Background: an optimization exercise with open tools, aiming at small area and few clock cycles. Do not read the settings as production practice.
Only simulation tests tie the RTL to the original design; equivalence was not proved.
Power and IR drop assume default switching activity. The flow treats the clock pin as an ideal source, which a real chip does not have.

old:
==> flow/design.v <==
`default_nettype none
package block_pkg;
	typedef logic [31:0] word_t;
	typedef struct packed
	{
		word_t w3;
		word_t w2;
		word_t w1;
		word_t w0;
	} block_t;
	localparam int BLOCK_W = 4 * 32;
	function automatic int count_width(input int max_count);
		int w;
		w = 1;
		while ((1 << w) <= max_count)
		begin
			w = w + 1;
		end
		count_width = w;
	endfunction
	function automatic int index_width(input int depth);
		index_width = count_width(depth - 1);
	endfunction
endpackage
`default_nettype wire
`default_nettype none
module fifo_buffer
#(
	parameter int DEPTH = 8,
	parameter logic [DEPTH-1:0] LAND = 8'hC0
)
(
	input logic clk,
	input logic rst,
	input logic write,
	input block_pkg::block_t data_in,
	input logic has_credit_next,
	output block_pkg::block_t data_out,
	output logic data_inverted,
	output logic nonempty
);
	localparam int W = block_pkg::BLOCK_W + 1;
	logic [W-1:0] slot [0:DEPTH-1];
	logic [DEPTH-1:0] valid;
	logic [DEPTH-1:0] keep;
	logic [DEPTH-1:0] shift;
	logic [DEPTH-1:0] land;
	logic [DEPTH-1:0] load;
	logic [DEPTH-1:0] valid_next;
	logic [W-1:0] entry_in;
	logic read_next;
	logic [DEPTH-1:0] vacate_n;
	logic [DEPTH-1:0] keep_n;
	logic [DEPTH-1:0] shift_n;
	logic [DEPTH-1:0] land_n;
	logic [DEPTH:0] free_from_n;
	always_comb
	begin
		entry_in = {1'b0, data_in};
		load = land & {DEPTH{write}};
		valid_next = keep | shift | load;
		read_next = valid_next[0] && has_credit_next;
		vacate_n[0] = read_next;
		for (int i = 0; i < DEPTH - 1; i++)
		begin
			shift_n[i] = valid_next[i + 1] && (!valid_next[i] || vacate_n[i]);
			vacate_n[i + 1] = shift_n[i];
		end
		shift_n[DEPTH - 1] = 1'b0;
		keep_n = valid_next & ~vacate_n;
		free_from_n[DEPTH] = 1'b1;
		for (int i = DEPTH - 1; i >= 0; i--)
			free_from_n[i] = free_from_n[i + 1] && !(keep_n[i] || shift_n[i]);
		land_n = '0;
		for (int i = DEPTH - 1; i >= 0; i--)
			if (LAND[i] && free_from_n[i])
				land_n = DEPTH'(1) << i;
	end
	always_ff @(posedge clk)
	begin
		if (rst)
		begin
			valid <= '0;
			keep <= '0;
			shift <= '0;
			land <= '0;
			for (int i = DEPTH - 1; i >= 0; i--)
				if (LAND[i])
					land <= DEPTH'(1) << i;
		end
		else
		begin
			valid <= valid_next;
			keep <= keep_n;
			shift <= shift_n;
			land <= land_n;
		end
	end
	always_ff @(posedge clk)
	begin
		for (int i = 0; i < DEPTH - 1; i++)
			if (LAND[i])
				slot[i] <= ~((slot[i] & {W{keep[i]}}) | (slot[i + 1] & {W{shift[i]}}) | (entry_in & {W{load[i]}}));
			else
				slot[i] <= ~((slot[i] | {W{!keep[i]}}) & (slot[i + 1] | {W{!shift[i]}}));
		slot[DEPTH - 1] <= ~((slot[DEPTH - 1] | {W{!keep[DEPTH - 1]}}) & (entry_in | {W{!load[DEPTH - 1]}}));
	end
	assign data_out = slot[0][W-2:0];
	assign data_inverted = slot[0][W-1];
	assign nonempty = valid[0];
endmodule
`default_nettype wire
`default_nettype none
module credit_counter
#(
	parameter int INIT = 4
)
(
	input logic clk,
	input logic rst,
	input logic consume,
	input logic give_back,
	output logic has_credit,
	output logic has_credit_next
);
	localparam int CNT_W = block_pkg::count_width(INIT);
	generate
		if (INIT < 1)
		begin : g_init_check
			$error("credit_counter needs at least one credit.");
		end
	endgenerate
	logic [CNT_W-1:0] count;
	logic [CNT_W-1:0] count_next;
	always_comb
	begin
		case ({consume, give_back})
			2'b10: count_next = count - 1'b1;
			2'b01: count_next = count + 1'b1;
			default: count_next = count;
		endcase
	end
	always_ff @(posedge clk)
	begin
		if (rst)
			count <= CNT_W'(INIT);
		else
			count <= count_next;
	end
	assign has_credit = (count != '0);
	assign has_credit_next = (count_next != '0);
endmodule
`default_nettype wire
`default_nettype none
module whitening_stage
(
	input block_pkg::block_t data,
	input logic data_inverted,
	input block_pkg::block_t key,
	output block_pkg::block_t result
);
	assign result = data ^ (key ^ {block_pkg::BLOCK_W{data_inverted}});
endmodule
`default_nettype wire
`default_nettype none
module block_whitener
#(
	parameter int FIFO_DEPTH = 8,
	parameter int OUT_CREDITS = 4
)
(
	input logic clk,
	input logic rst,
	input logic in_valid,
	input block_pkg::block_t in_block,
	output logic in_credit,
	input block_pkg::block_t key,
	output logic out_valid,
	output block_pkg::block_t out_block,
	input logic out_credit
);
	block_pkg::block_t head;
	logic head_inverted;
	logic nonempty;
	logic has_credit;
	logic has_credit_next;
	logic beat;
	fifo_buffer #(
		.DEPTH(FIFO_DEPTH)
	) u_fifo_buffer (
		.clk(clk),
		.rst(rst),
		.write(in_valid),
		.data_in(in_block),
		.has_credit_next(has_credit_next),
		.data_out(head),
		.data_inverted(head_inverted),
		.nonempty(nonempty)
	);
	credit_counter #(
		.INIT(OUT_CREDITS)
	) u_credit_counter (
		.clk(clk),
		.rst(rst),
		.consume(beat),
		.give_back(out_credit),
		.has_credit(has_credit),
		.has_credit_next(has_credit_next)
	);
	whitening_stage u_whitening_stage (
		.data(head),
		.data_inverted(head_inverted),
		.key(key),
		.result(out_block)
	);
	assign beat = nonempty && has_credit;
	assign out_valid = beat;
	assign in_credit = beat;
endmodule
`default_nettype wire
Settings: LEC_CHECK=0, CAP_MARGIN=20, CORE_MARGIN=2, CORE_UTILIZATION=45, PLACE_DENSITY=0.6, SLEW_MARGIN=20; clock period 5.0 ns.
standard.sh (not shown) runs the stock make flow with config.mk's settings and CLKGATE_MAP_FILE= SYNTH_SCRIPT=/design/flow/synth_recipe.tcl, a recipe that flattens the netlist after the stock synthesis.
==> flow/flow/run.sh <==
#!/bin/bash
# The standard layout, with two changes:
# - each port gets a sky130_fd_sc_hd__buf_1 as its buffer (buffer_ports
#   otherwise picks a larger delay buffer);
# - clock tree synthesis builds larger sink clusters from clkbuf_16 and adds
#   no dummy loads.
# make's output goes to flow_make.log here, and each step's log is copied
# here from orfs/logs/ when the flow ends.
set -uo pipefail
bash standard.sh \
	"BUFFER_PORTS_ARGS=-buffer_cell sky130_fd_sc_hd__buf_1" \
	"CTS_ARGS=-sink_clustering_enable -repair_clock_nets -buf_list sky130_fd_sc_hd__clkbuf_16 -dont_use_dummy_load -sink_clustering_size 30 -sink_clustering_max_diameter 120" \
	finish > flow_make.log 2>&1
status=$?
for f in orfs/logs/*/block_whitener/base/*.log; do
	[ -f "$f" ] && cp "$f" "orfs_$(basename "$f")"
done
exit $status
Testbench counts of old, summed over its fixed seeds: cycles 3,668.
Input-level comparison between new and old:
--- a/flow/design.v
+++ b/flow/design.v
@@ -35,29 +35,26 @@
 	input logic write,
 	input block_pkg::block_t data_in,
 	input logic has_credit_next,
 	output block_pkg::block_t data_out,
-	output logic data_inverted,
 	output logic nonempty
 );
-	localparam int W = block_pkg::BLOCK_W + 1;
+	localparam int W = block_pkg::BLOCK_W;
 	logic [W-1:0] slot [0:DEPTH-1];
 	logic [DEPTH-1:0] valid;
 	logic [DEPTH-1:0] keep;
 	logic [DEPTH-1:0] shift;
 	logic [DEPTH-1:0] land;
 	logic [DEPTH-1:0] load;
 	logic [DEPTH-1:0] valid_next;
-	logic [W-1:0] entry_in;
 	logic read_next;
 	logic [DEPTH-1:0] vacate_n;
 	logic [DEPTH-1:0] keep_n;
 	logic [DEPTH-1:0] shift_n;
 	logic [DEPTH-1:0] land_n;
 	logic [DEPTH:0] free_from_n;
 	always_comb
 	begin
-		entry_in = {1'b0, data_in};
 		load = land & {DEPTH{write}};
 		valid_next = keep | shift | load;
 		read_next = valid_next[0] && has_credit_next;
 		vacate_n[0] = read_next;
@@ -99,15 +96,14 @@
 	always_ff @(posedge clk)
 	begin
 		for (int i = 0; i < DEPTH - 1; i++)
 			if (LAND[i])
-				slot[i] <= ~((slot[i] & {W{keep[i]}}) | (slot[i + 1] & {W{shift[i]}}) | (entry_in & {W{load[i]}}));
+				slot[i] <= (slot[i] & {W{keep[i]}}) | (slot[i + 1] & {W{shift[i]}}) | (data_in & {W{load[i]}});
 			else
-				slot[i] <= ~((slot[i] | {W{!keep[i]}}) & (slot[i + 1] | {W{!shift[i]}}));
-		slot[DEPTH - 1] <= ~((slot[DEPTH - 1] | {W{!keep[DEPTH - 1]}}) & (entry_in | {W{!load[DEPTH - 1]}}));
-	end
-	assign data_out = slot[0][W-2:0];
-	assign data_inverted = slot[0][W-1];
+				slot[i] <= (slot[i] & {W{keep[i]}}) | (slot[i + 1] & {W{shift[i]}});
+		slot[DEPTH - 1] <= (slot[DEPTH - 1] & {W{keep[DEPTH - 1]}}) | (data_in & {W{load[DEPTH - 1]}});
+	end
+	assign data_out = slot[0];
 	assign nonempty = valid[0];
 endmodule
 `default_nettype wire
 `default_nettype none
@@ -154,13 +150,12 @@
 `default_nettype none
 module whitening_stage
 (
 	input block_pkg::block_t data,
-	input logic data_inverted,
 	input block_pkg::block_t key,
 	output block_pkg::block_t result
 );
-	assign result = data ^ (key ^ {block_pkg::BLOCK_W{data_inverted}});
+	assign result = data ^ key;
 endmodule
 `default_nettype wire
 `default_nettype none
 module block_whitener
@@ -179,9 +174,8 @@
 	output block_pkg::block_t out_block,
 	input logic out_credit
 );
 	block_pkg::block_t head;
-	logic head_inverted;
 	logic nonempty;
 	logic has_credit;
 	logic has_credit_next;
 	logic beat;
@@ -193,9 +187,8 @@
 		.write(in_valid),
 		.data_in(in_block),
 		.has_credit_next(has_credit_next),
 		.data_out(head),
-		.data_inverted(head_inverted),
 		.nonempty(nonempty)
 	);
 	credit_counter #(
 		.INIT(OUT_CREDITS)
@@ -208,9 +201,8 @@
 		.has_credit_next(has_credit_next)
 	);
 	whitening_stage u_whitening_stage (
 		.data(head),
-		.data_inverted(head_inverted),
 		.key(key),
 		.result(out_block)
 	);
 	assign beat = nonempty && has_credit;
==> notes.md <==
Multi-input combinational cell count in new is 136 below old.
Placeable core region in new is 4.2% above old.
Compared with old, in new critical path depth rose 6; utilization neither gained nor lost much; post-route worst setup slack rose by 0.13 ns; wire length of the first global-routing pass has decreased.
new vs old on total clock buffers created by CTS: new is the lower one.
Relative to old, placement-stage worst setup slack has increased by 0.080 ns in new.
Summary of new over old: count of antenna diodes in the layout lower, switching power of the nets fell by 0.088 mW, share of power burned in combinational logic dropped 1.3 points, number of register bits inferred by synthesis decreased by about 0.8% relative to the old numbers, clock transition at the registers of the reported paths flat.
Testbench counts of new, summed over its fixed seeds: cycles 3,668.

static timing again, ports no longer ideal:
No port has a modelled driver above. Below, the same layouts with a new extraction and two added sets of constraints.
Step 1 assumes that a clkbuf_16 drives the clock port and a buf_2 every other input.
Step 2 adds t to the input delays and takes it off the output delays; t is the mean of the earliest and latest rising clock arrival at the registers after step 1. Input paths then give back, and output paths get back, about the clock's delay inside the block.
a / b / c = no drivers / after step 1 / after step 2; a / b = the first two.
run	t (ns)	setup slack, ns	hold WS [ns]	worst setup path at the end	slew at the worst register clock pin (ns)
old	0.619	1.691 / 1.636 / 1.378	0.370 / 0.370 / 0.370	input to register	0.12 / 0.12
new	0.661	1.822 / 1.822 / 1.507	0.456 / 0.456 / 0.456	input to register	0.12 / 0.12
After both steps every run listed still meets setup and hold. The setup slack of new, which loses most, moves by 0.000 ns with the drivers and by -0.315 ns with both steps.
